Source: an optimization exercise on an open RTL-to-GDS flow (aim: small area). Production flows keep margins and buffers that such runs may drop. Where RTL was checked, it was by simulation tests only, not by an equivalence proof against the original. Power and IR drop assume default switching activity.

Setup of exp/garnet:
==> flow/design.v <==
package avalon_pkg;
    typedef logic [32-1:0] bus_word_t;
    typedef logic [31:0] bus_addr_t;           
    typedef logic [16-1:0] burst_cnt_t;  
    localparam int BYTES_PER_WORD = 32 / 8;
endpackage
package dma_pkg;
    typedef struct packed {
        logic [31:0] control;
        logic [31:0] pkt_begin;      
        logic [31:0] pkt_end;        
        logic [31:0] write_address;  
    } wr_desc_t;
    localparam int CTRL_IRQ_EN = 0;
    typedef enum logic [1:0] {
        st_idle,
        st_run,   
        st_done   
    } wr_state_t;
endpackage
module dma_write_top (
    input  logic                   clk,
    input  logic                   reset,
    input  logic                   desc_push,
    input  logic [31:0]            desc_control,
    input  logic [31:0]            desc_pkt_begin,
    input  logic [31:0]            desc_pkt_end,
    input  logic [31:0]            desc_write_address,
    output logic                   desc_full,
    input  logic                   data_push,
    input  avalon_pkg::bus_word_t  data_in,
    output logic                   data_full,
    output avalon_pkg::bus_addr_t  avm_address,
    output avalon_pkg::bus_word_t  avm_writedata,
    output logic                   avm_write,
    output avalon_pkg::burst_cnt_t avm_burstcount,
    input  logic                   avm_waitrequest,
    output logic                   busy,
    output logic                   done_irq,
    output logic [15:0]            xfer_count,
    output logic [15:0]            drop_count
);
    localparam int DW = 41;  
    logic [8:0]  wdiff;
    logic [22:0] carry;
    logic        len_ok;
    logic [7:0]  wcnt;
    assign wdiff    = {1'b0, desc_pkt_end[9:2]} - {1'b0, desc_pkt_begin[9:2]};
    assign carry[0] = wdiff[8];
    for (genvar i = 0; i < 22; i++) begin : g_carry
        assign carry[i+1] = carry[i] & desc_pkt_begin[10+i];
    end
    assign len_ok = (desc_pkt_end[1:0] == 2'b00) && (desc_pkt_begin[1:0] == 2'b00)
                 && ((desc_pkt_end[31:10] ^ desc_pkt_begin[31:10]) == carry[21:0]) && !carry[22];
    assign wcnt   = len_ok ? wdiff[7:0] : 8'd0;  
    logic [DW-1:0] dmem [4];
    logic [2:0]    didx;
    logic          dempty, dpush, dpop;
    logic [DW-1:0] dq;  
    assign desc_full = (didx == 3'd3);
    assign dempty    = didx[2];
    assign dpush     = desc_push && !desc_full;
    logic [31:0] mem [16];
    logic [4:0]  idx;
    logic        empty, push, pop;
    logic [31:0] pend_data;
    assign data_full = (idx == 5'd15);
    assign empty     = idx[4];
    assign push      = data_push && !data_full;
    typedef enum logic [1:0] {s_idle, s_check, s_run, s_done} state_t;
    state_t      state;
    logic [7:0]  fetch_left;  
    logic        hold_valid, pend, accept, move, ok, last;
    logic [31:0] hold_data;
    assign ok     = (dq[39:32] != 8'd0);
    assign dpop   = (state == s_idle) && !dempty;
    assign accept = hold_valid && !avm_waitrequest;
    assign move   = pend && (!hold_valid || accept);
    assign pop    = (state == s_run) && (fetch_left != 8'd0)
                 && !empty && (!pend || move);
    assign last   = (fetch_left == 8'd0) && !pend;
    logic [15:0] cnt_inc;
    assign cnt_inc = (state[1] ? xfer_count : drop_count) + 16'd1;
    assign busy           = state[1];
    assign done_irq       = (state == s_done) && dq[40];
    assign avm_address    = dq[31:0];
    assign avm_burstcount = {8'd0, dq[39:32]};
    assign avm_write      = hold_valid;
    assign avm_writedata  = hold_data;
    always_ff @(posedge clk) begin
        if (!reset) begin
            didx       <= '1;
            idx        <= '1;
            state      <= s_idle;
            hold_valid <= 1'b0;
            pend       <= 1'b0;
            xfer_count <= '0;
            drop_count <= '0;
        end else begin
            case ({dpush, dpop})
                2'b10:   didx <= didx + 1'b1;
                2'b01:   didx <= didx - 1'b1;
                default: ;
            endcase
            case ({push, pop})
                2'b10:   idx <= idx + 1'b1;
                2'b01:   idx <= idx - 1'b1;
                default: ;
            endcase
            case (state)
                s_idle:  if (dpop) state <= s_check;
                s_check: begin
                    if (ok) state <= s_run;
                    else begin
                        state      <= s_idle;
                        drop_count <= cnt_inc;
                    end
                end
                s_run:   if (accept && last) state <= s_done;
                s_done:  begin
                    state      <= s_idle;
                    xfer_count <= cnt_inc;
                end
            endcase
            if (move)        hold_valid <= 1'b1;
            else if (accept) hold_valid <= 1'b0;
            if (pop)         pend <= 1'b1;
            else if (move)   pend <= 1'b0;
        end
    end
    logic [31:0] rdata;
    always_comb begin
        rdata = '0;
        for (int i = 0; i < 16; i++) rdata = rdata | (mem[i] & {32{idx[3:0] == 4'(i)}});
    end
    logic [DW-1:0] drdata;
    always_comb begin
        drdata = '0;
        for (int i = 0; i < 4; i++) drdata = drdata | (dmem[i] & {DW{didx[1:0] == 2'(i)}});
    end
    always_ff @(posedge clk) begin
        if (state == s_check)    fetch_left <= dq[39:32];
        else if (pop)            fetch_left <= fetch_left - 1'b1;
        if (dpush) begin
            dmem[0] <= {desc_control[0], wcnt, desc_write_address};
            for (int i = 1; i < 4; i++) dmem[i] <= dmem[i-1];
        end
        if (dpop)  dq <= drdata;
        if (push) begin
            mem[0] <= data_in;
            for (int i = 1; i < 16; i++) mem[i] <= mem[i-1];
        end
        if (pop)   pend_data <= rdata;
        if (move)  hold_data <= pend_data;
    end
endmodule
==> flow/config.mk <==
export PLATFORM = sky130hd
export DESIGN_NAME = dma_write_top
export DESIGN_NICKNAME = dma_write_top
export VERILOG_FILES = /design/flow/design.v
export SDC_FILE = /design/flow/constraint.sdc
export NUM_CORES = 4
export LEC_CHECK = 0
export CAP_MARGIN = 20
export CORE_MARGIN = 2
export CORE_UTILIZATION = 74
export CTS_BUF_LIST = sky130_fd_sc_hd__clkbuf_8
export CTS_CLUSTER_DIAMETER = 70
export CTS_CLUSTER_SIZE = 18
export PLACE_DENSITY = 0.82
export SLEW_MARGIN = 20
==> flow/constraint.sdc <==
create_clock -name core_clock -period 5.0 [get_ports {clk}]
set_input_delay 1.0000 -clock core_clock [delete_from_list [all_inputs] [get_ports {clk}]]
set_output_delay 1.0000 -clock core_clock [all_outputs]
set_load 0.01 [all_outputs]
standard.sh (not shown) runs the stock make flow with config.mk's settings and CLKGATE_MAP_FILE= SYNTH_SCRIPT=/design/flow/synth_recipe.tcl, a recipe that flattens the netlist after the stock synthesis.
==> flow/flow/run.sh <==
#!/bin/bash
# The standard layout, with the port buffers made of the smallest buffer cell instead of
# the resizer's default pick (clkdlybuf4s50_1).
set -uo pipefail
bash standard.sh "BUFFER_PORTS_ARGS=-buffer_cell sky130_fd_sc_hd__buf_1" REMOVE_ABC_BUFFERS=1 finish > standard_flow.log 2>&1
status=$?
tail -40 standard_flow.log
exit $status
Input-level comparison between exp/tundra and exp/garnet:
--- a/flow/design.v
+++ b/flow/design.v
@@ -114,5 +114,5 @@
                     else begin
                         state      <= s_idle;
-                        drop_count <= cnt_inc;
+                        drop_count <= drop_count + 16'd1;
                     end
                 end
@@ -120,5 +120,5 @@
                 s_done:  begin
                     state      <= s_idle;
-                    xfer_count <= cnt_inc;
+                    xfer_count <= xfer_count + 16'd1;
                 end
             endcase
### Flow results
- [compare] base=exp/garnet new=exp/tundra: buffers plus inverters on the worst setup path shows an increase of 1, share of power burned in the clock network shows a reduction of 0.2 points, non-clock buffer count shows a reduction of 1, net switching power shows a reduction of about 1.5%.
- Going from exp/garnet to exp/tundra, maximum clock rate climbed 26 MHz, largest net degree at the start of global routing lost 15%, compound-cell area share of the yosys netlist has decreased.
- Summary: with exp/garnet as the reference, average routed wire per standard cell in exp/tundra moved down slightly.
- Of exp/garnet and exp/tundra, the run reporting the higher area share of xor/xnor cells in the synthesized design was exp/tundra.
- exp/tundra — final cell count 1.6% lower, exp/garnet as reference
- exp/tundra went all the way through the flow, and no timing, DRC or antenna check failed.
- Relative to exp/garnet, final area decreased by 0.62% in exp/tundra.
- On worst hold-check slack, exp/tundra tracks exp/garnet almost exactly.
- Re final-stage net count: exp/garnet and exp/tundra aren't equal, and the lower value belongs to exp/tundra.
No functional check of the RTL was part of exp/tundra.

-- port drivers added, routing unchanged --
No port has a modelled driver above. Below, the same layouts with a new extraction and two added sets of constraints.
Step 1 assumes that a clkbuf_16 drives the clock port and a buf_2 every other input.
Step 2 times the ports against the registers' clock, not the clock port: input delays grow and output delays shrink by t, the midpoint of the rising clock arrivals with the driver on.
Three values: ideal, step 1, step 2; two values: the first two.
| run | t, ns | setup slack, ns | hold slack, ns | latest minus earliest clock arrival (ns) |
|---|---|---|---|---|
| exp/garnet | 0.732 | 1.375 / 1.401 / 0.669 | 0.428 / 0.428 / 0.428 | 0.034 / 0.034 |
| exp/tundra | 0.729 | 1.690 / 1.720 / 0.991 | 0.426 / 0.426 / 0.426 | 0.061 / 0.060 |
After both steps every run listed still meets setup and hold. For exp/garnet, which loses most, drivers alone change the setup slack by +0.026 ns; drivers and shift together by -0.706 ns.
